This design comes from an exercise in tuning for small area and a short achievable clock period on the open sky130 flow, not from production work. Where RTL was checked, it was by simulation tests only, not by an equivalence proof against the original. Power is estimated from default activity; no workload was simulated.

==> 02-18 <==
Design fc_layer, start of the top module:
module fc_layer (
    input  logic        clk,
    input  logic        rstn,
    input  logic        r_valid,
    input  logic [31:0] in_data,
    output logic        t_valid,
    output logic [31:0] out_data
);
    logic [3:0] cnt;
    logic       w_first, w_second, w_weight, w_bias;
    assign w_first  = r_valid && (cnt == 4'd2 || cnt == 4'd4 || cnt == 4'd6 || cnt == 4'd8);
    assign w_second = r_valid && (cnt == 4'd3 || cnt == 4'd5 || cnt == 4'd7 || cnt == 4'd9);
    assign w_weight = w_first || w_second;
    assign w_bias   = r_valid && (cnt == 4'd10);
    logic       start0;   
    logic       fin0;     
    logic       sb0;      
    logic [1:0] nid0;     
    always_ff @(posedge clk or negedge rstn) begin
        if (!rstn) begin
            cnt <= '0;
            sb0 <= 1'b0;
        end else begin
            if (r_valid) cnt <= (cnt == 4'd10) ? 4'd0 : cnt + 4'd1;
            sb0 <= w_bias;
        end
    end
    always_ff @(posedge clk) begin
        start0 <= w_first;
        fin0   <= w_second && (cnt != 4'd9);
        nid0   <= cnt[2:1] - 2'd1;
    end
    logic [31:0] feat_a, feat_b, feat_p;
    always_ff @(posedge clk) begin
        if (r_valid && cnt == 4'd0) feat_a <= in_data;
        if (r_valid && cnt == 4'd1) feat_b <= in_data;
        feat_p <= (cnt == 4'd10) ? 32'h0100_0000 : cnt[0] ? feat_b : feat_a;
    end
    logic [3:0] neg0, one0, two0, neg1, one1, two1, neg2, one2, two2, neg3, one3, two3;
    for (genvar k = 0; k < 4; k++) begin : g_enc
        logic [8:0] wx;
        logic [3:0] ng, on, tw;
        logic [3:0] ng_q, on_q, tw_q;
        assign wx = {in_data[8*k +: 8], 1'b0};
        for (genvar m = 0; m < 4; m++) begin : g_dig
            assign ng[m] = wx[2*m+2];
            assign on[m] = wx[2*m+1] ^ wx[2*m];
            assign tw[m] = (wx[2*m+2] & ~wx[2*m+1] & ~wx[2*m]) | (~wx[2*m+2] & wx[2*m+1] & wx[2*m]);
        end
        always_ff @(posedge clk) begin
            ng_q <= ng & {4{r_valid}};
            on_q <= on & {4{r_valid}};
            tw_q <= tw & {4{r_valid}};
        end
    end
    assign {neg0, one0, two0} = {g_enc[0].ng_q, g_enc[0].on_q, g_enc[0].tw_q};
    assign {neg1, one1, two1} = {g_enc[1].ng_q, g_enc[1].on_q, g_enc[1].tw_q};
    assign {neg2, one2, two2} = {g_enc[2].ng_q, g_enc[2].on_q, g_enc[2].tw_q};
    assign {neg3, one3, two3} = {g_enc[3].ng_q, g_enc[3].on_q, g_enc[3].tw_q};
  ...
==> flow/config.mk <==
export PLATFORM = sky130hd
export DESIGN_NAME = fc_layer
export DESIGN_NICKNAME = fc_layer
export VERILOG_FILES = /design/flow/design.v
export SDC_FILE = /design/flow/constraint.sdc
export NUM_CORES = 4
export LEC_CHECK = 0
export CAP_MARGIN = 20
export CORE_MARGIN = 2
export CORE_UTILIZATION = 72
export CTS_CLUSTER_DIAMETER = 100
export CTS_CLUSTER_SIZE = 20
export SLEW_MARGIN = 20
==> flow/constraint.sdc <==
create_clock -name core_clock -period 8.0 [get_ports {clk}]
set_input_delay 1.6000 -clock core_clock [delete_from_list [all_inputs] [get_ports {clk}]]
set_output_delay 1.6000 -clock core_clock [all_outputs]
set_load 0.01 [all_outputs]
standard.sh (not shown) runs the stock make flow with config.mk's settings and CLKGATE_MAP_FILE= SYNTH_SCRIPT=/design/flow/synth_recipe.tcl, a recipe that flattens the netlist after the stock synthesis.
==> flow/flow/run.sh <==
#!/bin/bash
# Standard layout, with strong buffers on the ports, sizing free to change a
# cell's footprint, and timing repair aiming 5.4 ns past the 8 ns clock. The
# make output goes to flow_make.log here; each ORFS step keeps its own log
# under orfs/logs.
set -euo pipefail
bash standard.sh \
    BUFFER_PORTS_ARGS="-buffer_cell sky130_fd_sc_hd__buf_4" \
    MATCH_CELL_FOOTPRINT=0 \
    SETUP_SLACK_MARGIN=5.4 \
    finish > flow_make.log 2>&1
==> inputs of 11-28, as changes to 02-18 <==
--- a/flow/design.v
+++ b/flow/design.v
@@ -14,33 +14,35 @@
     assign w_weight = w_first || w_second;
     assign w_bias   = r_valid && (cnt == 4'd10);
     logic       start0;   
     logic       fin0;     
     logic       sb0;      
     logic [1:0] nid0;     
     always_ff @(posedge clk or negedge rstn) begin
         if (!rstn) begin
-            cnt <= '0;
-            sb0 <= 1'b0;
+            cnt    <= '0;
+            start0 <= 1'b0;
+            fin0   <= 1'b0;
+            sb0    <= 1'b0;
+            nid0   <= '0;
         end else begin
             if (r_valid) cnt <= (cnt == 4'd10) ? 4'd0 : cnt + 4'd1;
-            sb0 <= w_bias;
+            start0 <= w_first;
+            fin0   <= w_second && (cnt != 4'd9);
+            sb0    <= w_bias;
+            nid0   <= cnt[2:1] - 2'd1;
         end
     end
+    logic [31:0] feat_p, feat_q;
     always_ff @(posedge clk) begin
-        start0 <= w_first;
-        fin0   <= w_second && (cnt != 4'd9);
-        nid0   <= cnt[2:1] - 2'd1;
-    end
-    logic [31:0] feat_a, feat_b, feat_p;
-    always_ff @(posedge clk) begin
-        if (r_valid && cnt == 4'd0) feat_a <= in_data;
-        if (r_valid && cnt == 4'd1) feat_b <= in_data;
-        feat_p <= (cnt == 4'd10) ? 32'h0100_0000 : cnt[0] ? feat_b : feat_a;
+        if (r_valid && (cnt == 4'd0 || cnt >= 4'd3))
+            feat_p <= (cnt == 4'd0) ? in_data : (cnt == 4'd10) ? 32'h0100_0000 : feat_q;
+        if (r_valid && (cnt == 4'd1 || (cnt >= 4'd3 && cnt <= 4'd9)))
+            feat_q <= (cnt == 4'd1) ? in_data : feat_p;
     end
     logic [3:0] neg0, one0, two0, neg1, one1, two1, neg2, one2, two2, neg3, one3, two3;
     for (genvar k = 0; k < 4; k++) begin : g_enc
         logic [8:0] wx;
         logic [3:0] ng, on, tw;
         logic [3:0] ng_q, on_q, tw_q;
         assign wx = {in_data[8*k +: 8], 1'b0};
         for (genvar m = 0; m < 4; m++) begin : g_dig
@@ -53,20 +55,18 @@
             on_q <= on & {4{r_valid}};
             tw_q <= tw & {4{r_valid}};
         end
     end
     assign {neg0, one0, two0} = {g_enc[0].ng_q, g_enc[0].on_q, g_enc[0].tw_q};
     assign {neg1, one1, two1} = {g_enc[1].ng_q, g_enc[1].on_q, g_enc[1].tw_q};
     assign {neg2, one2, two2} = {g_enc[2].ng_q, g_enc[2].on_q, g_enc[2].tw_q};
     assign {neg3, one3, two3} = {g_enc[3].ng_q, g_enc[3].on_q, g_enc[3].tw_q};
-    logic [7:0] bias_b [3];
-    assign bias_b[0] = {neg0[3], one0[3] ^ neg0[2], neg0[2], one0[2] ^ neg0[1], neg0[1], one0[1] ^ neg0[0], neg0[0], one0[0]};
-    assign bias_b[1] = {neg1[3], one1[3] ^ neg1[2], neg1[2], one1[2] ^ neg1[1], neg1[1], one1[1] ^ neg1[0], neg1[0], one1[0]};
-    assign bias_b[2] = {neg2[3], one2[3] ^ neg2[2], neg2[2], one2[2] ^ neg2[1], neg2[1], one2[1] ^ neg2[0], neg2[0], one2[0]};
+    logic [2:0] neg_top;
+    assign neg_top = {neg2[3], neg1[3], neg0[3]};
     logic [7:0] xf0, xf1, xf2, xf3;
     assign {xf3, xf2, xf1, xf0} = feat_p;
     logic [18:0] acc_s, acc_c, acc_sk, acc_ck;
     logic        keep1;
     assign acc_sk = acc_s & {19{keep1}};
     assign acc_ck = acc_c & {19{keep1}};
     wire r0 = ((one0[0] & xf0[0])) ^ neg0[0];
     wire r1 = ((one0[0] & xf0[1]) | (two0[0] & xf0[0])) ^ neg0[0];
@@ -886,70 +886,75 @@
     wire c717 = (c706 & s713) | (c709 & x715);
     wire x718 = 1'b1 ^ acc_sk[18];
     wire s719 = x718 ^ acc_ck[18];
     wire s720 = s719 ^ c714;
     always_ff @(posedge clk) begin
         acc_s <= {c717, c711, c700, c682, c664, c646, c628, c610, c592, c574, c556, c538, c520, c502, c484, c467, c452, s448, s436};
         acc_c <= {s720, s716, s710, s699, s681, s663, s645, s627, s609, s591, s573, s555, s537, s519, s501, s483, s466, s451, s439};
     end
-    logic       fin1, sb1, fin2, sb2;
+    logic       fin1, sb1, fin2, sb2, sb3;
     logic [1:0] nid1, nid2;
     always_ff @(posedge clk or negedge rstn) begin
         if (!rstn) begin
+            keep1   <= 1'b0;
+            fin1    <= 1'b0;
             sb1     <= 1'b0;
+            nid1    <= '0;
+            fin2    <= 1'b0;
             sb2     <= 1'b0;
+            sb3     <= 1'b0;
+            nid2    <= '0;
+            t_valid <= 1'b0;
         end else begin
+            keep1   <= !start0;
+            fin1    <= fin0;
             sb1     <= sb0;
+            nid1    <= nid0;
+            fin2    <= fin1;
             sb2     <= sb1;
+            sb3     <= sb2;
+            nid2    <= nid1;
+            t_valid <= sb3;
         end
     end
-    always_ff @(posedge clk) begin
-        t_valid <= sb2;
-        keep1 <= !start0;
-        fin1  <= fin0;
-        nid1  <= nid0;
-        fin2  <= fin1;
-        nid2  <= nid1;
-    end
     logic [18:0] tot;
     assign tot = acc_s + acc_c;
     logic signed [10:0] tot_hi;
     assign tot_hi = tot[18:8];
     logic signed [10:0] held_h [3];
     logic [7:0]         held_l [3];
     always_ff @(posedge clk) begin
         for (int j = 0; j < 3; j++) begin
-            if (fin2 && nid2 == 2'(j)) begin
+            if ((fin2 && nid2 == 2'(j)) || (j == 0 && sb2))
                 held_h[j] <= tot_hi;
+            if (fin2 && nid2 == 2'(j))
                 held_l[j] <= tot[7:0];
-            end
         end
     end
     function automatic logic [7:0] sat(input logic signed [11:0] z);
         if (z > 12'sd127) sat = 8'h7f;
         else if (z < -12'sd128) sat = 8'h80;
         else sat = z[7:0];
     endfunction
     logic [7:0] cand_dn [3];
     logic [7:0] cand_eq [3];
     logic [7:0] cand_up [3];
-    logic [2:0] bias_co, bias_neg;
+    logic [2:0] bias_co;
+    logic [7:0] low2;
+    assign low2 = (fin2 && nid2 == 2'd2) ? tot[7:0] : held_l[2];
     for (genvar j = 0; j < 3; j++) begin : g_fin
         logic [8:0] lo_sum;
         assign cand_dn[j] = sat({held_h[j][10], held_h[j]} - 12'd1);
         assign cand_eq[j] = sat({held_h[j][10], held_h[j]});
         assign cand_up[j] = sat({held_h[j][10], held_h[j]} + 12'd1);
-        assign lo_sum     = {1'b0, held_l[j]} + {1'b0, bias_b[j]};
-        always_ff @(posedge clk) begin
-            if (sb0) begin
-                bias_co[j]  <= lo_sum[8];
-                bias_neg[j] <= bias_b[j][7];
-            end
-        end
+        assign lo_sum     = {1'b0, (j == 2) ? low2 : held_l[j]} + {1'b0, in_data[8*j +: 8]};
+        always_ff @(posedge clk) bias_co[j] <= lo_sum[8];
     end
     always_ff @(posedge clk) begin
-        for (int j = 0; j < 3; j++)
-            out_data[31-8*j -: 8] <= bias_co[j] ? (bias_neg[j] ? cand_eq[j] : cand_up[j])
-                                                : (bias_neg[j] ? cand_dn[j] : cand_eq[j]);
-        out_data[7:0] <= (tot_hi > 11'sd127) ? 8'h7f : (tot_hi < -11'sd128) ? 8'h80 : tot_hi[7:0];
+        if (sb0) begin
+            for (int j = 0; j < 3; j++)
+                out_data[31-8*j -: 8] <= bias_co[j] ? (neg_top[j] ? cand_eq[j] : cand_up[j])
+                                                    : (neg_top[j] ? cand_dn[j] : cand_eq[j]);
+        end
+        out_data[7:0] <= cand_eq[0];
     end
 endmodule
ABC_CLOCK_PERIOD_IN_PS = 2500   (was not set)
CORE_UTILIZATION = 40   (was 72)
CTS_CLUSTER_DIAMETER = not set   (was 100)
CTS_CLUSTER_SIZE = not set   (was 20)
==> inputs of 01-24, as changes to 02-18 <==
--- a/flow/design.v
+++ b/flow/design.v
@@ -14,33 +14,35 @@
     assign w_weight = w_first || w_second;
     assign w_bias   = r_valid && (cnt == 4'd10);
     logic       start0;   
     logic       fin0;     
     logic       sb0;      
     logic [1:0] nid0;     
     always_ff @(posedge clk or negedge rstn) begin
         if (!rstn) begin
-            cnt <= '0;
-            sb0 <= 1'b0;
+            cnt    <= '0;
+            start0 <= 1'b0;
+            fin0   <= 1'b0;
+            sb0    <= 1'b0;
+            nid0   <= '0;
         end else begin
             if (r_valid) cnt <= (cnt == 4'd10) ? 4'd0 : cnt + 4'd1;
-            sb0 <= w_bias;
+            start0 <= w_first;
+            fin0   <= w_second && (cnt != 4'd9);
+            sb0    <= w_bias;
+            nid0   <= cnt[2:1] - 2'd1;
         end
     end
+    logic [31:0] feat_p, feat_q;
     always_ff @(posedge clk) begin
-        start0 <= w_first;
-        fin0   <= w_second && (cnt != 4'd9);
-        nid0   <= cnt[2:1] - 2'd1;
-    end
-    logic [31:0] feat_a, feat_b, feat_p;
-    always_ff @(posedge clk) begin
-        if (r_valid && cnt == 4'd0) feat_a <= in_data;
-        if (r_valid && cnt == 4'd1) feat_b <= in_data;
-        feat_p <= (cnt == 4'd10) ? 32'h0100_0000 : cnt[0] ? feat_b : feat_a;
+        if (r_valid && (cnt == 4'd0 || cnt >= 4'd3))
+            feat_p <= (cnt == 4'd0) ? in_data : (cnt == 4'd10) ? 32'h0100_0000 : feat_q;
+        if (r_valid && (cnt == 4'd1 || (cnt >= 4'd3 && cnt <= 4'd9)))
+            feat_q <= (cnt == 4'd1) ? in_data : feat_p;
     end
     logic [3:0] neg0, one0, two0, neg1, one1, two1, neg2, one2, two2, neg3, one3, two3;
     for (genvar k = 0; k < 4; k++) begin : g_enc
         logic [8:0] wx;
         logic [3:0] ng, on, tw;
         logic [3:0] ng_q, on_q, tw_q;
         assign wx = {in_data[8*k +: 8], 1'b0};
         for (genvar m = 0; m < 4; m++) begin : g_dig
@@ -886,47 +888,53 @@
     wire c717 = (c706 & s713) | (c709 & x715);
     wire x718 = 1'b1 ^ acc_sk[18];
     wire s719 = x718 ^ acc_ck[18];
     wire s720 = s719 ^ c714;
     always_ff @(posedge clk) begin
         acc_s <= {c717, c711, c700, c682, c664, c646, c628, c610, c592, c574, c556, c538, c520, c502, c484, c467, c452, s448, s436};
         acc_c <= {s720, s716, s710, s699, s681, s663, s645, s627, s609, s591, s573, s555, s537, s519, s501, s483, s466, s451, s439};
     end
-    logic       fin1, sb1, fin2, sb2;
+    logic       fin1, sb1, fin2, sb2, sb3;
     logic [1:0] nid1, nid2;
     always_ff @(posedge clk or negedge rstn) begin
         if (!rstn) begin
+            keep1   <= 1'b0;
+            fin1    <= 1'b0;
             sb1     <= 1'b0;
+            nid1    <= '0;
+            fin2    <= 1'b0;
             sb2     <= 1'b0;
+            sb3     <= 1'b0;
+            nid2    <= '0;
+            t_valid <= 1'b0;
         end else begin
+            keep1   <= !start0;
+            fin1    <= fin0;
             sb1     <= sb0;
+            nid1    <= nid0;
+            fin2    <= fin1;
             sb2     <= sb1;
+            sb3     <= sb2;
+            nid2    <= nid1;
+            t_valid <= sb3;
         end
     end
-    always_ff @(posedge clk) begin
-        t_valid <= sb2;
-        keep1 <= !start0;
-        fin1  <= fin0;
-        nid1  <= nid0;
-        fin2  <= fin1;
-        nid2  <= nid1;
-    end
     logic [18:0] tot;
     assign tot = acc_s + acc_c;
     logic signed [10:0] tot_hi;
     assign tot_hi = tot[18:8];
     logic signed [10:0] held_h [3];
     logic [7:0]         held_l [3];
     always_ff @(posedge clk) begin
         for (int j = 0; j < 3; j++) begin
-            if (fin2 && nid2 == 2'(j)) begin
+            if ((fin2 && nid2 == 2'(j)) || (j == 0 && sb2))
                 held_h[j] <= tot_hi;
+            if (fin2 && nid2 == 2'(j))
                 held_l[j] <= tot[7:0];
-            end
         end
     end
     function automatic logic [7:0] sat(input logic signed [11:0] z);
         if (z > 12'sd127) sat = 8'h7f;
         else if (z < -12'sd128) sat = 8'h80;
         else sat = z[7:0];
     endfunction
     logic [7:0] cand_dn [3];
@@ -935,21 +943,21 @@
     logic [2:0] bias_co, bias_neg;
     for (genvar j = 0; j < 3; j++) begin : g_fin
         logic [8:0] lo_sum;
         assign cand_dn[j] = sat({held_h[j][10], held_h[j]} - 12'd1);
         assign cand_eq[j] = sat({held_h[j][10], held_h[j]});
         assign cand_up[j] = sat({held_h[j][10], held_h[j]} + 12'd1);
         assign lo_sum     = {1'b0, held_l[j]} + {1'b0, bias_b[j]};
         always_ff @(posedge clk) begin
-            if (sb0) begin
-                bias_co[j]  <= lo_sum[8];
-                bias_neg[j] <= bias_b[j][7];
-            end
+            bias_co[j]  <= lo_sum[8];
+            bias_neg[j] <= bias_b[j][7];
         end
     end
     always_ff @(posedge clk) begin
-        for (int j = 0; j < 3; j++)
-            out_data[31-8*j -: 8] <= bias_co[j] ? (bias_neg[j] ? cand_eq[j] : cand_up[j])
-                                                : (bias_neg[j] ? cand_dn[j] : cand_eq[j]);
-        out_data[7:0] <= (tot_hi > 11'sd127) ? 8'h7f : (tot_hi < -11'sd128) ? 8'h80 : tot_hi[7:0];
+        if (sb1) begin
+            for (int j = 0; j < 3; j++)
+                out_data[31-8*j -: 8] <= bias_co[j] ? (bias_neg[j] ? cand_eq[j] : cand_up[j])
+                                                    : (bias_neg[j] ? cand_dn[j] : cand_eq[j]);
+        end
+        out_data[7:0] <= cand_eq[0];
     end
 endmodule
ABC_CLOCK_PERIOD_IN_PS = 1800   (was not set)
CORE_UTILIZATION = 40   (was 72)
==> inputs of 02-12, as changes to 02-18 <==
CORE_UTILIZATION = 55   (was 72)
==> notes <==
02-12 finished clean. 11-28 completed without violations. 02-18 completed without violations. 01-24 completed with no timing, DRC or antenna violations. Against 02-12, the clock skew of 02-18 is higher by 0.0036 ns. The lowest core utilization belongs to 01-24, the highest to 02-18. Between 02-18 and 11-28, the lower critical path depth is in 02-18 (gap 3). Flip-flop and latch count is the same in 02-18 and 02-12. In 02-18 the sequential share of layout area is higher than in 11-28, by 5.1 points.
==> figures <==
item                                                                   02-12                   01-24         02-18         11-28
Outcome                                             timing/DRC/antenna clean  timing/DRC/antenna clean  timing/DRC/antenna clean  timing/DRC/antenna clean
Cell internal pwr                                                    5.61 mW                 5.65 mW       5.67 mW       6.51 mW
Number of clock buffers in the layout                                     38                      36            38            59
Pin count of the biggest net entering global routing                      38                      55            38            55
Smallest setup slack after layout                                    5.40 ns                 5.30 ns       5.33 ns       5.07 ns
Relative slew margins                                                  32.0%                   29.9%         29.0%         30.2%
Detail Route met2 WL                                                25300 um                24700 um      24800 um      25500 um
Area share of fa/ha/maj cells after synthesis                          20.3%                   20.5%         20.3%         20.3%
Layout sequential cell count                                             391                     360           391           357
Worst setup path class                                flop to primary output  flop to primary output  flop to flop  flop to flop
GRT met1 Usage                                                         34.1%                   26.3%         40.6%         26.8%
Function not checked in 11-28: the RTL went through the layout flow alone.

afterwards: timing with drivers on the ports:
How much do the figures lean on ideal ports? The routed layouts below were timed once more, with nothing changed but the port constraints.
Step 1 sets driving cells, clkbuf_16 on the clock port and buf_2 on the other inputs (assumed; they add their load-dependent delay and slew).
Step 2 adds t to the input delays and takes it off the output delays; t is the mean of the earliest and latest rising clock arrival at the registers after step 1. Input paths then give back, and output paths get back, about the clock's delay inside the block.
Three values: no drivers, after step 1, after step 2; two values: the first two.
run	t, ns	setup WS [ns]	worst setup path after step 2	slew at the worst register clock pin (ns)	worst data-port slew with drivers (ns)
02-18	0.590	5.333 / 5.333 / 4.901	input to register	0.09 / 0.09	0.04
11-28	0.621	5.068 / 5.068 / 5.029	input to register	0.06 / 0.06	0.05
01-24	0.615	5.300 / 5.243 / 5.079	input to register	0.09 / 0.09	0.04
02-12	0.607	5.399 / 5.347 / 4.863	input to register	0.09 / 0.09	0.05
After both steps every run listed still meets setup and hold. The setup slack of 02-12, which loses most, moves by -0.052 ns with the drivers and by -0.536 ns with both steps.
